From an optimization exercise on the open Yosys and OpenROAD flow, aimed at small area; shortcuts taken in it are not production practice.
In this exercise RTL edits were held to simulation tests only and were not proved equivalent to the original.
No activity file was given, so power comes from the tool's default toggle rates.

$ cat flow/design.v
`timescale 1ns/100ps
package arm_isa_pkg;
    typedef logic [31:0] word_t;
    typedef logic [3:0]  reg_idx_t;
    typedef logic [10:0] pc_t;       
    localparam reg_idx_t LR_IDX = 4'd14;     
    typedef enum logic [2:0] {
        ADD = 3'd0,      
        SUB = 3'd1,      
        RSB = 3'd2,      
        AND = 3'd3,
        ORR = 3'd4,
        EOR = 3'd5,
        MOV = 3'd6,      
        MVN = 3'd7       
    } alu_op_e;
    typedef enum logic [1:0] {
        LSL = 2'd0,
        LSR = 2'd1,
        ASR = 2'd2,
        ROR = 2'd3
    } shift_op_e;
    typedef struct packed {
        logic n;
        logic z;
        logic c;
        logic v;
    } flags_t;
endpackage
`timescale 1ns/100ps
package dp_ctrl_pkg;
    typedef enum logic [1:0] {
        FWD_RF         = 2'b00,
        FWD_ALU        = 2'b01,
        FWD_ZERO_OR_RF = 2'b10,
        FWD_ALT        = 2'b11      
    } fwd_sel_e;
    typedef enum logic [1:0] {
        PC_NEXT  = 2'b00,
        PC_ALU   = 2'b01,
        PC_START = 2'b10
    } pc_sel_e;
    typedef struct packed {
        logic     en;          
        logic [3:0] addr;
        logic     sel_lr;      
        logic     ldr_en;      
        logic [3:0] ldr_addr;
        logic [31:0] ldr_data;
        logic     en2;         
        logic [3:0] addr2;
    } rf_wr_t;
    typedef struct packed {
        logic    load;
        pc_sel_e sel;
        logic [10:0]     start;
    } pc_ctrl_t;
    typedef struct packed {
        logic [3:0] a_addr;
        logic [3:0] b_addr;
        logic [3:0] s_addr;
        logic [3:0] str_addr;
        fwd_sel_e sel_a_in;
        fwd_sel_e sel_b_in;
        fwd_sel_e sel_s_in;
        logic     en_a;
        logic     en_b;
        logic     en_s;
        logic     sel_s_reg;        
        logic [31:0] shift_imm;
        logic     zero_a;
        logic     sel_imm;          
        logic     sel_branch_imm;   
        logic [31:0] imm12;
        logic [31:0] imm24;
    } operand_ctrl_t;
    typedef struct packed {
        rf_wr_t        rf_wr;
        pc_ctrl_t      pc;
        operand_ctrl_t operands;
        logic [1:0]     shift_op;
        logic [2:0]       alu_op;
        logic          en_status;
        logic          status_rdy;
        logic          sel_post_index;   
    } dp_ctrl_t;
endpackage
`timescale 1ns/100ps
import arm_isa_pkg::*;
import dp_ctrl_pkg::*;
module regfile (
    input  logic     clk,
    input  logic     arst_n,
    input  arm_isa_pkg::word_t    w_data1,
    input  arm_isa_pkg::reg_idx_t w_addr1,
    input  logic     w_en1,
    input  arm_isa_pkg::word_t    w_data2,
    input  arm_isa_pkg::reg_idx_t w_addr2,
    input  logic     w_en2,
    input  arm_isa_pkg::word_t    ldr_data,
    input  arm_isa_pkg::reg_idx_t ldr_addr,
    input  logic     ldr_en,
    input  dp_ctrl_pkg::pc_ctrl_t pc_ctrl,
    input  arm_isa_pkg::pc_t      dp_pc,
    input  arm_isa_pkg::reg_idx_t a_addr,
    input  arm_isa_pkg::reg_idx_t b_addr,
    input  arm_isa_pkg::reg_idx_t s_addr,
    input  arm_isa_pkg::reg_idx_t str_addr,
    output arm_isa_pkg::word_t    a_data,
    output arm_isa_pkg::word_t    b_data,
    output arm_isa_pkg::word_t    s_data,
    output arm_isa_pkg::word_t    str_data,
    output arm_isa_pkg::pc_t      pc
);
    arm_isa_pkg::word_t regs [16];
    arm_isa_pkg::pc_t   pc_q;
    always_ff @(posedge clk or negedge arst_n) begin
        if (!arst_n) begin
            for (int i = 0; i < 16; i++) begin
                regs[i] <= '0;
            end
        end else begin
            if (w_en1) regs[w_addr1] <= w_data1;
            if (w_en2) regs[w_addr2] <= w_data2;
            if (ldr_en) regs[ldr_addr] <= ldr_data;
        end
    end
    always_ff @(posedge clk or negedge arst_n) begin
        if (!arst_n) begin
            pc_q <= '0;
        end else if (pc_ctrl.load) begin
            case (pc_ctrl.sel)
                PC_NEXT:  pc_q <= pc_q + 11'd1;     
                PC_ALU:   pc_q <= dp_pc;
                PC_START: pc_q <= pc_ctrl.start;
                default:  pc_q <= pc_q;             
            endcase
        end
    end
    assign a_data   = regs[a_addr];
    assign b_data   = regs[b_addr];
    assign s_data   = regs[s_addr];
    assign str_data = regs[str_addr];
    assign pc       = pc_q;
endmodule
`timescale 1ns/100ps
import arm_isa_pkg::*;
module shifter (
    input  arm_isa_pkg::word_t     value,
    input  arm_isa_pkg::shift_op_e op,
    input  arm_isa_pkg::word_t     amount,
    output arm_isa_pkg::word_t     shifted
);
    logic [4:0]  amt;
    logic [63:0] rot;
    assign amt = amount[4:0];    
    assign rot = {value, value} >> amt;
    always_comb begin
        case (op)
            LSL:     shifted = value << amt;
            LSR:     shifted = value >> amt;
            ASR:     shifted = arm_isa_pkg::word_t'($signed(value) >>> amt);   
            ROR:     shifted = rot[31:0];
            default: shifted = value;
        endcase
    end
endmodule
`timescale 1ns/100ps
import arm_isa_pkg::*;
module alu (
    input  arm_isa_pkg::word_t   a,
    input  arm_isa_pkg::word_t   b,
    input  arm_isa_pkg::alu_op_e op,
    output arm_isa_pkg::word_t   y,
    output arm_isa_pkg::flags_t  flags
);
    arm_isa_pkg::word_t       add_x;
    arm_isa_pkg::word_t       add_y;
    logic        add_cin;
    logic [32:0] sum;
    logic        arith;
    always_comb begin
        add_x   = a;
        add_y   = b;
        add_cin = 1'b0;
        case (op)
            SUB: begin
                add_y   = ~b;
                add_cin = 1'b1;
            end
            RSB: begin
                add_x   = b;
                add_y   = ~a;
                add_cin = 1'b1;
            end
            default: ;
        endcase
    end
    assign sum   = {1'b0, add_x} + {1'b0, add_y} + 33'(add_cin);
    assign arith = (op == ADD) || (op == SUB) || (op == RSB);
    always_comb begin
        case (op)
            AND:     y = a & b;
            ORR:     y = a | b;
            EOR:     y = a ^ b;
            MOV:     y = b;
            MVN:     y = ~b;
            default: y = sum[31:0];      
        endcase
    end
    assign flags.n = y[31];
    assign flags.z = (y == '0);
    assign flags.c = arith & sum[32];
    assign flags.v = arith & (add_x[31] == add_y[31]) & (sum[31] != add_x[31]);
endmodule
`timescale 1ns/100ps
import arm_isa_pkg::*;
import dp_ctrl_pkg::*;
module datapath (
    input  logic     clk,
    input  logic     arst_n,
    input  dp_ctrl_pkg::dp_ctrl_t ctrl,
    input  arm_isa_pkg::word_t    lr_in,
    output arm_isa_pkg::word_t    result,
    output arm_isa_pkg::word_t    status,
    output arm_isa_pkg::word_t    str_data,
    output arm_isa_pkg::pc_t      pc
);
    dp_ctrl_pkg::operand_ctrl_t op_ctrl;
    arm_isa_pkg::word_t    a_data;
    arm_isa_pkg::word_t    b_data;
    arm_isa_pkg::word_t    s_data;
    arm_isa_pkg::word_t    w_data1;
    arm_isa_pkg::reg_idx_t w_addr1;
    arm_isa_pkg::pc_t      dp_pc;
    arm_isa_pkg::word_t  a_in;
    arm_isa_pkg::word_t  b_in;
    arm_isa_pkg::word_t  s_in;
    arm_isa_pkg::word_t  s_next;
    arm_isa_pkg::word_t  a_reg;
    arm_isa_pkg::word_t  b_reg;
    arm_isa_pkg::word_t  s_reg;
    arm_isa_pkg::word_t  shift_out;
    arm_isa_pkg::word_t  imm;
    arm_isa_pkg::word_t  val_a;
    arm_isa_pkg::word_t  val_b;
    arm_isa_pkg::word_t  alu_y;
    arm_isa_pkg::flags_t alu_flags;
    arm_isa_pkg::flags_t status_q;
    assign op_ctrl = ctrl.operands;
    assign w_data1 = ctrl.rf_wr.sel_lr ? lr_in : alu_y;
    assign w_addr1 = ctrl.rf_wr.sel_lr ? LR_IDX : ctrl.rf_wr.addr;
    assign dp_pc   = alu_y[10:0];
    regfile u_regfile (
        .clk      (clk),
        .arst_n   (arst_n),
        .w_data1  (w_data1),
        .w_addr1  (w_addr1),
        .w_en1    (ctrl.rf_wr.en),
        .w_data2  (alu_y),
        .w_addr2  (ctrl.rf_wr.addr2),
        .w_en2    (ctrl.rf_wr.en2),
        .ldr_data (ctrl.rf_wr.ldr_data),
        .ldr_addr (ctrl.rf_wr.ldr_addr),
        .ldr_en   (ctrl.rf_wr.ldr_en),
        .pc_ctrl  (ctrl.pc),
        .dp_pc    (dp_pc),
        .a_addr   (op_ctrl.a_addr),
        .b_addr   (op_ctrl.b_addr),
        .s_addr   (op_ctrl.s_addr),
        .str_addr (op_ctrl.str_addr),
        .a_data   (a_data),
        .b_data   (b_data),
        .s_data   (s_data),
        .str_data (str_data),
        .pc       (pc)
    );
    always_comb begin
        case (op_ctrl.sel_a_in)
            FWD_ALU: a_in = alu_y;
            FWD_ALT: a_in = arm_isa_pkg::word_t'(pc);
            default: a_in = a_data;
        endcase
        case (op_ctrl.sel_b_in)
            FWD_ALU: b_in = alu_y;
            FWD_ALT: b_in = val_b;       
            default: b_in = b_data;
        endcase
        case (op_ctrl.sel_s_in)
            FWD_ALU: s_in = alu_y;
            FWD_ALT: s_in = '0;
            default: s_in = s_data;
        endcase
    end
    assign s_next = op_ctrl.sel_s_reg ? s_in : op_ctrl.shift_imm;
    always_ff @(posedge clk or negedge arst_n) begin
        if (!arst_n) begin
            a_reg <= '0;
            b_reg <= '0;
            s_reg <= '0;
        end else begin
            if (op_ctrl.en_a) a_reg <= a_in;
            if (op_ctrl.en_b) b_reg <= b_in;
            if (op_ctrl.en_s) s_reg <= s_next;
        end
    end
    shifter u_shifter (
        .value   (b_reg),
        .op      (ctrl.shift_op),
        .amount  (s_reg),
        .shifted (shift_out)
    );
    assign imm   = op_ctrl.sel_branch_imm ? op_ctrl.imm24 : op_ctrl.imm12;
    assign val_a = op_ctrl.zero_a ? '0 : a_reg;
    assign val_b = op_ctrl.sel_imm ? imm : shift_out;
    alu u_alu (
        .a     (val_a),
        .b     (val_b),
        .op    (ctrl.alu_op),
        .y     (alu_y),
        .flags (alu_flags)
    );
    always_ff @(posedge clk or negedge arst_n) begin
        if (!arst_n) begin
            status_q <= '0;
        end else if (ctrl.en_status && ctrl.status_rdy) begin
            status_q <= alu_flags;
        end
    end
    assign status = {status_q, 28'd0};      
    assign result = ctrl.sel_post_index ? val_a : alu_y;   
endmodule
`timescale 1ns/100ps
module arm_dp_top (
    input  logic         clk,
    input  logic         arst_n,
    input  logic [194:0] ctrl,
    input  logic [31:0]  lr_in,
    output logic [31:0]  result,
    output logic [31:0]  status,
    output logic [31:0]  str_data,
    output logic [10:0]  pc
);
    datapath u_datapath (
        .clk      (clk),
        .arst_n   (arst_n),
        .ctrl     (ctrl),
        .lr_in    (lr_in),
        .result   (result),
        .status   (status),
        .str_data (str_data),
        .pc       (pc)
    );
endmodule
$ cat flow/config.mk
export PLATFORM = sky130hd
export DESIGN_NAME = arm_dp_top
export DESIGN_NICKNAME = arm_dp_top
export VERILOG_FILES = /design/flow/design.v
export SDC_FILE = /design/flow/constraint.sdc
export NUM_CORES = 4
export LEC_CHECK = 0
export CAP_MARGIN = 20
export CELL_PAD_IN_SITES_GLOBAL_PLACEMENT = 2
export CORE_MARGIN = 2
export CORE_UTILIZATION = 40
export PLACE_DENSITY = 0.5
export SLEW_MARGIN = 20
$ cat flow/run.sh
#!/bin/bash
# synth_recipe.tcl (not shown) runs the flow's synth.tcl, then flattens the netlist and writes it again
# the make line also repeats each setting of config.mk as NAME=value (left out here)
make -C /OpenROAD-flow-scripts/flow DESIGN_CONFIG=/design/flow/config.mk WORK_HOME=/design/flow/orfs CLKGATE_MAP_FILE= SYNTH_SCRIPT=/design/flow/synth_recipe.tcl finish
$ cat flow/constraint.sdc
create_clock -name core_clock -period 12.0 [get_ports {clk}]
set_input_delay 2.4000 -clock core_clock [delete_from_list [all_inputs] [get_ports {clk}]]
set_output_delay 2.4000 -clock core_clock [all_outputs]
set_load 0.01 [all_outputs]
==> run notes <==
==> synth_stat cells (12+ instances only) <==
library cell / number
a211oi_1: 37
a21o_1: 24
a21oi_1: 693
a221oi_1: 123
a22o_1: 109
a22oi_1: 594
a31oi_1: 86
and2_1: 18
and3_1: 29
buf_1: 97
buf_2: 32
buf_4: 38
buf_6: 13
clkbuf_1: 535
dfrtp_1: 596
ha_1: 99
inv_1: 89
mux2_2: 81
mux2i_1: 318
mux4_2: 51
nand2_1: 705
nand2b_1: 79
nand3_1: 145
nand4_1: 127
nor2_1: 748
nor2b_1: 29
nor3_1: 66
o211ai_1: 65
o21a_1: 34
o21ai_0: 446
o21ai_1: 35
o221ai_1: 62
o22a_1: 39
o22ai_1: 124
o31ai_1: 12
o32ai_1: 12
or2_2: 12
or3_1: 19
xnor2_1: 21
==> area by class of cell <==
| class | instances | share of cell area |
|---|---|---|
| repair buffers | 518 | 0.0789 |
| clock buffers | 97 | 0.0351 |
| multi-input cells | 5256 | 0.578 |
| clock inverters | 35 | 0.00791 |
| well taps | 1662 | 0.0358 |
| inverters | 96 | 0.00623 |
| flip-flops and latches | 596 | 0.257 |
| diodes | 10 | 0.000431 |
==> cells by family after synthesis <==
group           count (synthesis)  synth area share
flops                         596             0.292
compound gates               2607             0.334
buf+inv                       811            0.0651
fa+ha+maj                     101            0.0250
other cells                     1         0.0000734
mux                           461             0.105
simple gates                 2032             0.174
xor+xnor                       27           0.00463
==> per-layer routing <==
metal,global-route usage,part of all wire,vias up
met2,0.689,0.40,5599
met1,0.600,0.37,29000
met4,0.336,0.089,32
met5,0.00444,0.00090,-
met3,0.208,0.14,1661
li1,-,-,24600
==> worst reg2reg max path: stages (launching register included) <==
cell,delay [ns]
dfrtp_4,1.01
buf_4,0.64
mux2i_1,0.21
a22o_1,0.39
o21ai_0,0.28
o2111ai_1,0.15
nor3_1,0.92
inv_1,0.24
nand2_1,0.13
o221ai_1,0.12
ha_1,0.38
o21ai_0,0.18
nor3_1,0.13
o2111ai_1,0.38
a21oi_1,0.24
o2111a_1,0.32
o31a_1,0.24
o21a_1,0.19
o211ai_1,0.37
buf_4,0.43
nand2b_1,0.70
nand3_1,0.27
a21oi_1,0.19
==> power by group through the flow <==
| stage | Sequential (mW) | Clock (mW) | Combinational [mW] |
|---|---|---|---|
| floorplan | 3.17 | 0 | 2.49 |
| global placement | 3.61 | 0 | 3.88 |
| detailed placement | 3.60 | 0 | 3.91 |
| CTS | 3.58 | 2.42 | 3.92 |
| global route | 3.69 | 2.50 | 4.29 |
| finish | 3.67 | 2.43 | 4.07 |
==> how the worst max path moves through the flow <==
stage	end	depth (start not counted)	slack, ns
2_1_floorplan	result[26]	25	2.23
3_3_place_gp	result[29]	23	0.43
3_5_place_dp	result[29]	23	0.51
4_1_cts	result[27]	24	0.47
5_1_grt	result[30]	23	0.07
6_report	result[27]	24	0.32
==> results.json <==
{
  "ys_warn_count": 5,
  "ant_nets": 0,
  "area_growth_pct": 13.7,
  "ys_seq_area_frac": 0.292,
  "swShare": 0.454,
  "wl_per_cell_um": 40.1,
  "yosysUniqueCellTypes": 102,
  "chipHeight_um": 361,
  "powerDensity_nw_per_um2": 175,
  "p_sw_mw": 4.61,
  "p_clk_frac": 0.239,
  "setup_slack_ns": 0.324,
  "critPathMaxFanout": 15,
  "portBuffers": 280,
  "avgSynthCellArea_um2": 7.70,
  "clockBufferDepth": 3,
  "max_slew_margin": 0.101,
  "path_class": "input port to output port",
  "synthArstFlopShare": 1.00,
  "final_max_slew_viol_count": 0,
  "htreeDepth": 3,
  "grt_max_degree": 155,
  "via_count": 60900,
  "multiInputGateArea_um2": 33600,
  "crit_buf_inv": 4,
  "pwr-share-seq": 0.361,
  "setup-violations-final": 0,
  "yosysTopAreaCell": "dfrtp_1",
  "dp_slack_ns": 0.510,
  "hold_start": "u_datapath.status_q[1]",
  "final_area_um2": 58000,
  "syn-cell-area_um2": 51100,
  "antenna_found_initial": 27,
  "via_per_inst": 7.37,
  "io_pins": 336,
  "hold_end": "u_datapath.status_q[1]",
  "setup_tns_ns": 0,
  "crit_top_cell": "a21oi_1",
  "post-cts-setup-buffer-count": 0,
  "ys_seq_elements": 596,
  "hold_viol_final": 0,
  "drive_gt1_frac": 0.103,
  "clkSlewWorstSetupHoldPaths_ns": 0.06,
  "drtIter0Drc": 11500,
  "finClkSkew_ns": 0.0231,
  "ctsHoldBuffers": 0,
  "final_nets": 6871,
  "ys.flop_type": "dfrtp_1",
  "die_w_um": 361,
  "ir_drop_mv": 0.117,
  "worst_hold_slack_ns": 0.484,
  "cts_buffers": 73,
  "fin_crit_sh": 0.973,
  "initial_core_util": 0.402,
  "instances_no_fill": 8270,
  "hold_depth": 2,
  "cp-end-kind": "output port",
  "post-route-util": 0.456,
  "arrival_ns": 9.28,
  "status": "finished clean",
  "coreArea_um2": 127000,
  "reg2reg_slack_ns": 3.81,
  "num_rows": 131,
  "cts_sinks": 596,
  "cp_cell_sequence": "clkdlybuf4s50_1 -> nand3_1 -> or3_1 -> a21oi_1 -> o21ai_0 -> a221oi_1 -> buf_4 -> nand2b_1 -> inv_1 -> nand2_1 -> o221ai_1 -> ha_1 -> a21o_1 -> a311oi_1 -> o31ai_1 -> a221o_1 -> o21ai_0 -> nand2b_1 -> a21oi_1 -> nand4_1 -> nand3_1 -> nor2_1 -> a21oi_1 -> clkdlybuf4s50_1",
  "critPathLaunch": "ctrl[7]",
  "slowest_stage": "clkdlybuf4s50_1",
  "layout_common_cells": "706 x nor2_1, 686 x a21oi_1, 678 x nand2_1",
  "max_freq_mhz": 85.6,
  "synth_edf_count": 0,
  "cts_root_buf": "clkbuf_16",
  "start_kind": "input port",
  "cts-resized-gates": 0,
  "hpwl_um": 205000,
  "layout_commonest_cell": "nor2_1",
  "drt_wl_total_um": 332000,
  "grt_pass1_wl_um": 454000,
  "largest_reg_flops": 512,
  "grtUsageTotal": 0.489,
  "gp_congestion": 1.01,
  "tightestPinTransition_ns": 1.34,
  "clk_latency_ns": 0.67,
  "post_dp_cell_area_um2": 55500,
  "first_global_vias": 55400,
  "required_ns": 9.60,
  "timing.rr.start": "u_datapath.s_reg[2]",
  "cts_tree": "yes",
  "reg2regPathDepth": 22,
  "die_area_um2": 131000,
  "grt_overflow": 0,
  "drt_first_pass_iters": 9,
  "rsz0062_at_grt": "no",
  "dp.cells": 8127,
  "drcViolationCount": 0,
  "synth.top_cells.by_area": "dfrtp_1 29%, a22oi_1 8.7%, a21oi_1 6.8%, mux2i_1 6.2%, nor2_1 5.5%",
  "critPathTopFamily": "compound AO/OA/AOI/OAI gates",
  "max_stage_delay_ns": 0.94,
  "finalPower_mw": 10.2,
  "seqCellArea_um2": 14900,
  "worstHoldPathType": "register to register",
  "crit-reg2reg-capture": "u_datapath.u_regfile.regs[5][23]",
  "power.internal_mw": 5.56,
  "synthCells": 6636,
  "fin_crit_ns": 11.68,
  "fillers": 12700,
  "synth_top_area_share": 0.292,
  "leakagePower_nw": 22.4,
  "drv_cap": 0,
  "combPwrFrac": 0.400
}

-- port drivers added, routing unchanged --
The flow's constraints put no driver on any port. The routed layout listed below was extracted and timed again, unchanged, in two steps. Step 1: set_driving_cell puts a clkbuf_16 on clk and a buf_2 on each other input, an assumption about the parent block. Step 2 moves the port delays by t, midway between the first and last clock arrival at a register: inputs arrive t later, outputs are due t later. That takes back most of the time a late clock gives input paths. a / b / c = ideal ports / drivers / drivers and shift; a / b = the first two.
shift t [ns]: 0.734
slack for setup (ns): 0.324 / 0.294 / 0.294
slew at the worst register clock pin (ns): 0.07 / 0.07
After both steps this run still meets setup and hold. The setup slack of this run moves by -0.030 ns with the drivers and by -0.030 ns with both steps.
